Context: an optimization exercise on an open-source flow, tuned for small area and a short achievable clock period. The choices shown serve that exercise and are no tape-out recipe.
For this run, only the layout was checked, not whether the RTL still works.
Power is estimated from default activity; no workload was simulated.

### flow/design.v
`default_nettype none
package video_pkg;
	localparam int H_TOTAL  = 24;  
	localparam int H_SYNC   = 2;   
	localparam int H_BPORCH = 4;   
	localparam int H_RES    = 16;  
	localparam int V_TOTAL  = 8;   
	localparam int V_SYNC   = 1;   
	localparam int V_BPORCH = 2;   
	localparam int V_RES    = 4;   
	localparam logic HS_POL = 1'b1;
	localparam logic VS_POL = 1'b1;
	localparam int ALIGN_DEPTH = 2;
	localparam int CNT_W = 5;
	typedef enum logic [1:0] {
		PH_SYNC,    
		PH_BPORCH,  
		PH_ACTIVE,  
		PH_FPORCH   
	} line_phase_t;
	typedef struct packed {
		logic [7:0] r;
		logic [7:0] g;
		logic [7:0] b;
	} rgb888_t;
endpackage
`default_nettype wire
`default_nettype none
package buffer_pkg;
	typedef struct packed {
		logic [4:0] r;  
		logic [5:0] g;  
		logic [4:0] b;  
	} rgb565_t;
	localparam int FIFO_DEPTH = 64;  
	localparam int FIFO_AW    = 6;   
endpackage
`default_nettype wire
`timescale 1ns/1ps
`default_nettype none
module input_packer (
	input  wire                 I_clk,
	input  wire                 rst_n1,
	input  wire                 de_in,     
	input  wire                 vs_n_in,   
	input  wire  [7:0]          r_in,
	input  wire  [7:0]          g_in,
	input  wire  [7:0]          b_in,
	output logic                wr_en,     
	output buffer_pkg::rgb565_t wr_pixel
);
	logic               vs_n_d;       
	logic               armed;        
	logic               frame_start;  
	video_pkg::rgb888_t pix_in;
	assign frame_start = vs_n_d & ~vs_n_in;
	assign pix_in      = {r_in, g_in, b_in};
	always_ff @(posedge I_clk or negedge rst_n1)
	begin
		if (!rst_n1)
		begin
			vs_n_d <= 1'b1;  
			armed  <= 1'b0;
			wr_en  <= 1'b0;
		end
		else
		begin
			vs_n_d <= vs_n_in;
			if (frame_start)
				armed <= 1'b1;
			wr_en <= de_in & (armed | frame_start);
		end
	end
	always_ff @(posedge I_clk)
	begin
		wr_pixel <= {pix_in.r[7:3], pix_in.g[7:2], pix_in.b[7:3]};
	end
endmodule
`default_nettype wire
`timescale 1ns/1ps
`default_nettype none
module pixel_fifo (
	input  wire                 I_clk,
	input  wire                 rst_n1,
	input  wire                 wr_en,
	input  wire  buffer_pkg::rgb565_t wr_pixel,
	input  wire                 rd_en,      
	output buffer_pkg::rgb565_t rd_pixel,   
	output logic                overflow,   
	output logic                underflow   
);
	logic [15:0]                    mem [0:buffer_pkg::FIFO_DEPTH-1];  
	logic [buffer_pkg::FIFO_AW-1:0] wr_ptr;
	logic [buffer_pkg::FIFO_AW-1:0] rd_ptr;
	logic [buffer_pkg::FIFO_AW:0]   count;   
	logic                           full;
	logic                           empty;
	logic                           wr_ok;
	logic                           rd_ok;
	assign full  = (count == buffer_pkg::FIFO_DEPTH);
	assign empty = (count == '0);
	assign wr_ok = wr_en & ~full;   
	assign rd_ok = rd_en & ~empty;  
	always_ff @(posedge I_clk or negedge rst_n1)
	begin
		if (!rst_n1)
		begin
			wr_ptr    <= '0;
			rd_ptr    <= '0;
			count     <= '0;
			overflow  <= 1'b0;
			underflow <= 1'b0;
		end
		else
		begin
			if (wr_ok)
				wr_ptr <= wr_ptr + 1'b1;  
			if (rd_ok)
				rd_ptr <= rd_ptr + 1'b1;
			case ({wr_ok, rd_ok})
				2'b10:   count <= count + 1'b1;
				2'b01:   count <= count - 1'b1;
				default: count <= count;  
			endcase
			if (wr_en & full)
				overflow <= 1'b1;
			if (rd_en & empty)
				underflow <= 1'b1;
		end
	end
	always_ff @(posedge I_clk)
	begin
		if (wr_ok)
			mem[wr_ptr] <= wr_pixel;  
		rd_pixel <= rd_ok ? mem[rd_ptr] : '0;  
	end
endmodule
`default_nettype wire
`timescale 1ns/1ps
`default_nettype none
module timing_gen (
	input  wire  I_clk,
	input  wire  rst_n1,
	output logic rd_en,   
	output logic hs_raw,  
	output logic vs_raw
);
	logic [video_pkg::CNT_W-1:0] h_cnt;      
	logic [video_pkg::CNT_W-1:0] v_cnt;      
	logic [video_pkg::CNT_W-1:0] h_nxt;
	logic [video_pkg::CNT_W-1:0] v_nxt;
	logic                        h_last;
	logic                        v_last;
	logic [1:0]                  phase;      
	logic [1:0]                  phase_nxt;
	function automatic logic [video_pkg::CNT_W-1:0] cnt_of(input integer n);
		cnt_of = n[video_pkg::CNT_W-1:0];
	endfunction
	function automatic logic [1:0] phase_of(input logic [video_pkg::CNT_W-1:0] h);
		if (h < video_pkg::H_SYNC)
			phase_of = video_pkg::PH_SYNC;
		else if (h < video_pkg::H_SYNC + video_pkg::H_BPORCH)
			phase_of = video_pkg::PH_BPORCH;
		else if (h < video_pkg::H_SYNC + video_pkg::H_BPORCH + video_pkg::H_RES)
			phase_of = video_pkg::PH_ACTIVE;
		else
			phase_of = video_pkg::PH_FPORCH;
	endfunction
	function automatic logic line_active(input logic [video_pkg::CNT_W-1:0] v);
		line_active = (v >= video_pkg::V_SYNC + video_pkg::V_BPORCH) &&
			(v < video_pkg::V_SYNC + video_pkg::V_BPORCH + video_pkg::V_RES);
	endfunction
	assign h_last = (h_cnt == cnt_of(video_pkg::H_TOTAL - 1));
	assign v_last = (v_cnt == cnt_of(video_pkg::V_TOTAL - 1));
	always_comb
	begin
		h_nxt = h_last ? '0 : h_cnt + 1'b1;
		v_nxt = v_cnt;
		if (h_last)
			v_nxt = v_last ? '0 : v_cnt + 1'b1;  
	end
	assign phase     = phase_of(h_cnt);
	assign phase_nxt = phase_of(h_nxt);
	always_ff @(posedge I_clk or negedge rst_n1)
	begin
		if (!rst_n1)
		begin
			h_cnt  <= cnt_of(video_pkg::H_TOTAL - 1);
			v_cnt  <= cnt_of(video_pkg::V_TOTAL - 1);
			rd_en  <= 1'b0;
			hs_raw <= ~video_pkg::HS_POL;
			vs_raw <= ~video_pkg::VS_POL;
		end
		else
		begin
			h_cnt  <= h_nxt;
			v_cnt  <= v_nxt;
			rd_en  <= (phase_nxt == video_pkg::PH_ACTIVE) && line_active(v_nxt);
			hs_raw <= (phase_nxt == video_pkg::PH_SYNC) ? video_pkg::HS_POL : ~video_pkg::HS_POL;
			vs_raw <= (v_nxt < video_pkg::V_SYNC) ? video_pkg::VS_POL : ~video_pkg::VS_POL;
		end
	end
endmodule
`default_nettype wire
`timescale 1ns/1ps
`default_nettype none
module output_align (
	input  wire                 I_clk,
	input  wire                 rst_n1,
	input  wire                 rd_en,     
	input  wire                 hs_raw,
	input  wire                 vs_raw,
	input  wire  buffer_pkg::rgb565_t rd_pixel,
	output logic                de_out,
	output logic                hs_out,
	output logic                vs_out,
	output logic [7:0]          r_out,
	output logic [7:0]          g_out,
	output logic [7:0]          b_out
);
	logic [video_pkg::ALIGN_DEPTH-1:0] de_sr;
	logic [video_pkg::ALIGN_DEPTH-1:0] hs_sr;
	logic [video_pkg::ALIGN_DEPTH-1:0] vs_sr;
	video_pkg::rgb888_t                pix_q;  
	always_ff @(posedge I_clk or negedge rst_n1)
	begin
		if (!rst_n1)
		begin
			de_sr <= '0;
			hs_sr <= {video_pkg::ALIGN_DEPTH{~video_pkg::HS_POL}};  
			vs_sr <= {video_pkg::ALIGN_DEPTH{~video_pkg::VS_POL}};
		end
		else
		begin
			de_sr <= {de_sr[video_pkg::ALIGN_DEPTH-2:0], rd_en};
			hs_sr <= {hs_sr[video_pkg::ALIGN_DEPTH-2:0], hs_raw};
			vs_sr <= {vs_sr[video_pkg::ALIGN_DEPTH-2:0], vs_raw};
		end
	end
	always_ff @(posedge I_clk)
	begin
		pix_q <= {rd_pixel.r, 3'b000, rd_pixel.g, 2'b00, rd_pixel.b, 3'b000};
	end
	assign de_out = de_sr[video_pkg::ALIGN_DEPTH-1];
	assign hs_out = hs_sr[video_pkg::ALIGN_DEPTH-1];
	assign vs_out = vs_sr[video_pkg::ALIGN_DEPTH-1];
	assign r_out  = pix_q.r;
	assign g_out  = pix_q.g;
	assign b_out  = pix_q.b;
endmodule
`default_nettype wire
`timescale 1ns/1ps
`default_nettype none
module video_top (
	input  wire        I_clk,
	input  wire        rst_n1,
	input  wire        de_in,
	input  wire        vs_n_in,    
	input  wire  [7:0] r_in,
	input  wire  [7:0] g_in,
	input  wire  [7:0] b_in,
	output logic       de_out,
	output logic       hs_out,
	output logic       vs_out,
	output logic [7:0] r_out,
	output logic [7:0] g_out,
	output logic [7:0] b_out,
	output logic       overflow,   
	output logic       underflow   
);
	logic                wr_en;
	buffer_pkg::rgb565_t wr_pixel;
	logic                rd_en;
	logic                hs_raw;
	logic                vs_raw;
	buffer_pkg::rgb565_t rd_pixel;
	input_packer input_packer_inst (
		.I_clk    (I_clk),
		.rst_n1   (rst_n1),
		.de_in    (de_in),
		.vs_n_in  (vs_n_in),
		.r_in     (r_in),
		.g_in     (g_in),
		.b_in     (b_in),
		.wr_en    (wr_en),
		.wr_pixel (wr_pixel)
	);
	pixel_fifo pixel_fifo_inst (
		.I_clk     (I_clk),
		.rst_n1    (rst_n1),
		.wr_en     (wr_en),
		.wr_pixel  (wr_pixel),
		.rd_en     (rd_en),      
		.rd_pixel  (rd_pixel),
		.overflow  (overflow),
		.underflow (underflow)
	);
	timing_gen timing_gen_inst (
		.I_clk  (I_clk),
		.rst_n1 (rst_n1),
		.rd_en  (rd_en),
		.hs_raw (hs_raw),
		.vs_raw (vs_raw)
	);
	output_align output_align_inst (
		.I_clk    (I_clk),
		.rst_n1   (rst_n1),
		.rd_en    (rd_en),
		.hs_raw   (hs_raw),
		.vs_raw   (vs_raw),
		.rd_pixel (rd_pixel),
		.de_out   (de_out),
		.hs_out   (hs_out),
		.vs_out   (vs_out),
		.r_out    (r_out),
		.g_out    (g_out),
		.b_out    (b_out)
	);
endmodule
`default_nettype wire
### flow/run.sh
#!/bin/bash
# synth_recipe.tcl (not shown) runs the flow's synth.tcl, then flattens the netlist and writes it again
# the make line also repeats each setting of config.mk as NAME=value (left out here)
make -C /OpenROAD-flow-scripts/flow DESIGN_CONFIG=/design/flow/config.mk WORK_HOME=/design/flow/orfs CLKGATE_MAP_FILE= SYNTH_SCRIPT=/design/flow/synth_recipe.tcl finish
### flow/config.mk
export PLATFORM = sky130hd
export DESIGN_NAME = video_top
export DESIGN_NICKNAME = video_top
export VERILOG_FILES = /design/flow/design.v
export SDC_FILE = /design/flow/constraint.sdc
export NUM_CORES = 4
export LEC_CHECK = 0
export CAP_MARGIN = 20
export CORE_MARGIN = 2
export CORE_UTILIZATION = 40
export SLEW_MARGIN = 20
### flow/constraint.sdc
create_clock -name core_clock -period 4.0 [get_ports {I_clk}]
set_input_delay 0.8000 -clock core_clock [delete_from_list [all_inputs] [get_ports {I_clk}]]
set_output_delay 0.8000 -clock core_clock [all_outputs]
set_load 0.01 [all_outputs]
==> impl_metrics.ini <==
[clocking]
cts_sinks = 1115
cts.clk_slew.worst_paths_ns = 0.06
cts_buffer_depth = 3
cts_tree = yes
htreeDepth = 3
cts.root.buffer_cell = clkbuf_16
cts_buffers = 107
post_cts_buffers = 0
cts_resized = 0
clock_latency_ns = 0.68
holdBufCountCts = 0

[timing]
holdWs_ns = 0.1379
rsz0062_at_grt = false
slew_headroom = 0.3018
finalHoldViolCount = 0
drv_slew = 0
fin_crit_sh = 0.8262
finalSetupTns_ns = 0
period_needed_ns = 3.305
tightest_slew_ns = 1.046
setup_viol = 0
max_freq_ghz = 0.3026
fin_worst_skew_ns = 0.02472

[synthesis]
yosys_warnings = 4
ys_seq_area_frac = 0.7774
ys_top_cells_by_area = edfxtp_1 (73%), mux4_2 (10%), mux2i_1 (3.0%)
yosysTopAreaCellShare = 0.7289
synth_area_leader_cell = edfxtp_1
synth_area_per_cell_um2 = 20.87
synth_cells = 2021
synth_seq_cells = 1115
synth_area_um2 = 42190
synth_cell_types = 56
synth_edf_count = 1024
synthFlopType = edfxtp_1
async_reset_ff_frac = 0.03857

[worst_setup_path]
critPathArrivalTime_ns = 3.89
cp-end-kind = flop
critical_path_class = reg -> reg
critPathMaxStageDelay_ns = 0.59
path_buf_inv = 0
critPathLaunchType = flop
slowest_stage = ha_1
path_cells = nor2_1 -> nand3_1 -> o21a_1 -> ha_1 -> xor2_1 -> ha_1 -> and3b_1 -> o21ai_0 -> or2_2 -> a21oi_1 -> xor2_1
worst_ep_required_time_ns = 4.58
critPathTopFamily = adder cells
crit_fanout = 17

[global_route]
grt_first_pass_wirelength_um = 139800
grt.met2_usage = 0.2893
grt.total_usage = 0.1776
busiest_layer = met2
grt_pass1_vias = 20589
antenna_found_initial = 2
grt_use_met3 = 0.03003
overflow = 0
grt_start_max_net_pins = 65
use_met1 = 0.2431

[job]
maxCapViolCount = 0

[place]
gp_congestion = 0.7990
dp_hpwl_um = 55970
numPortBuffers = 40

[die]
core_um2 = 105000
start_util = 0.4019
die_y_um = 328.8
rows = 119
dieArea_um2 = 108100
die_w_um = 328.8
ioPinCount = 57

[pwr]
pwr-share-comb = 0.041
p_sw_mw = 5.131
p_seq_frac = 0.559
clkPwrFrac = 0.400
power_mw = 24.06
leakagePower_nw = 14.89
power.density_nw_per_um2 = 498.5
netSwitchingFraction = 0.2133
p_int_mw = 18.93
vdd_ir_drop_max_mv = 0.3301

[detailed_routing]
vias = 20373
drtPass1Iterations = 5
drcViolationCount = 0
antenna_left = 0
viasPerCell = 5.539
drt_iter0_markers = 1999
wirelength_um = 96470
wl_per_cell_um = 26.23

[final_layout]
multiInputGateArea_um2 = 8747
final-seq-area_um2 = 32840
drive_gt1_frac = 0.2296
final_nets = 2230
n_fill_cell = 8665
diodes = 0
syn_to_final_growth_pct = 14.39

[hold_path]
worstHoldPathType = in -> async

[run_status]
status = timing/DRC/antenna clean
==> per-layer routing <==
metal  vias up  share of wire
li1       8744              -
met1     10885           0.42
met2       570           0.49
met3       174          0.052
met4         0          0.032
met5         -              0
==> state kept, by name, indices dropped and copies added, names as in the netlist, 2 cells and up <==
| register | count |
|---|---|
| input_packer_inst.wr_pixel | 16 |
| output_align_inst.de_sr | 2 |
| output_align_inst.hs_sr | 2 |
| output_align_inst.pix_q | 16 |
| output_align_inst.vs_sr | 2 |
| pixel_fifo_inst.count | 7 |
| pixel_fifo_inst.mem | 1024 |
| pixel_fifo_inst.rd_pixel | 16 |
| pixel_fifo_inst.rd_ptr | 6 |
| pixel_fifo_inst.wr_ptr | 6 |
| timing_gen_inst.h_cnt | 5 |
| timing_gen_inst.v_cnt | 5 |
==> cells in the final DEF (no fill, tap or decap), types with 11 or more instances in the layout <==
cell,instances
dfrtp_1,31
buf_4,135
a22oi_1,34
a21oi_1,53
xor2_1,11
clkdlybuf4s50_1,39
a211oi_1,33
dfxtp_2,12
mux4_2,189
dfxtp_1,32
o221ai_1,32
o22ai_1,32
nand3_1,11
nand2_1,16
nor2_1,77
edfxtp_1,1024
clkbuf_1,32
clkinv_1,28
clkinv_2,14
mux2i_1,128
a22o_1,48
xnor2_1,12
clkbuf_16,107
==> cell usage after synthesis, types with 9 or more instances <==
cell and instances:
buf_6 10, xnor2_1 12, buf_2 27, buf_1 12, a22oi_1 34, buf_4 24, nor2_1 79, a22o_1 48
o221ai_1 32, dfxtp_1 48, nand3_1 11, o22ai_1 32, a21oi_1 53, nand2_1 16, mux2i_1 128, edfxtp_1 1024
nor2b_1 9, mux4_2 189, clkbuf_1 51, xor2_1 11, dfrtp_1 35, a211oi_1 33
==> per-stage QoR <==
step                      setup WS [ns]  cells  utilization  area (µm²)
after floorplan                   1.049   2028            -       42210
after global placement           0.7918   3477       0.4277       44900
after detailed placement         0.7673   3477       0.4277       44900
after CTS                        0.7449   3678       0.4596       48240
after global routing             0.3830   3678       0.4597       48260
final                            0.6953   3678       0.4597       48260
==> power by group through the flow <==
stage	clock network, mW	logic, mW	registers [mW]
floorplan	0	0.589	13.6
global placement	0	0.945	13.7
detailed placement	0	0.989	13.7
CTS	9.81	0.991	13.4
global route	10.2	1.06	13.5
finish	9.63	0.981	13.4
==> cells by family after synthesis <==
kind of cell | Yosys count | share of synthesized area
adders and majority gates | 7 | 0.002076
AOI/OAI and AO/OA | 269 | 0.04775
buffers and inverters | 130 | 0.01628
DFF | 1115 | 0.7774
other | 1 | 0.00008889
muxes | 325 | 0.1345
xor gates and xnor gates | 23 | 0.004775
and+or+nand+nor | 151 | 0.01714
==> path summary, 6_finish.rpt <==
path	to	slack (ns)	from	cells past startpoint
max in group asynchronous	pixel_fifo_inst.rd_ptr[2]	3.40	rst_n1	1
worst max register to register	pixel_fifo_inst.count[4]	0.70	pixel_fifo_inst.count[2]	11
worst min-delay path	output_align_inst.hs_sr[0]	0.14	rst_n1	1
worst max-delay path	pixel_fifo_inst.count[4]	0.70	pixel_fifo_inst.count[2]	11
min in group core_clock	output_align_inst.pix_q[11]	0.33	pixel_fifo_inst.rd_pixel[6]	0
worst min register to register	output_align_inst.pix_q[11]	0.33	pixel_fifo_inst.rd_pixel[6]	0
==> final cells by class <==
| cell class | count | share of cell area |
|---|---|---|
| sequential | 1115 | 0.6805 |
| multi-input combinational | 783 | 0.1813 |
| clock buffer | 147 | 0.06026 |
| tap | 1391 | 0.03607 |
| timing repair buffer | 182 | 0.03241 |
| clock inverter | 54 | 0.009023 |
| inverter | 6 | 0.0004667 |

-- what the ideal ports hide --
How much do the figures lean on ideal ports? The routed layout below was timed once more, with nothing changed but the port constraints. Step 1, drivers: a clkbuf_16 drives I_clk and a buf_2 each remaining input, both assumed. Step 2 adds t to the input delays and takes it off the output delays; t is the mean of the earliest and latest rising clock arrival at the registers after step 1. Input paths then give back, and output paths get back, about the clock's delay inside the block. a / b / c = ideal ports / drivers / drivers and shift; a / b = the first two.
shift t [ns]: 0.730
slack for setup (ns): 0.695 / 0.695 / 0.695
latest minus earliest clock arrival (ns): 0.027 / 0.027
After both steps setup and hold are still met in this run. For this run, drivers alone change the setup slack by 0.000 ns; drivers and shift together by 0.000 ns.
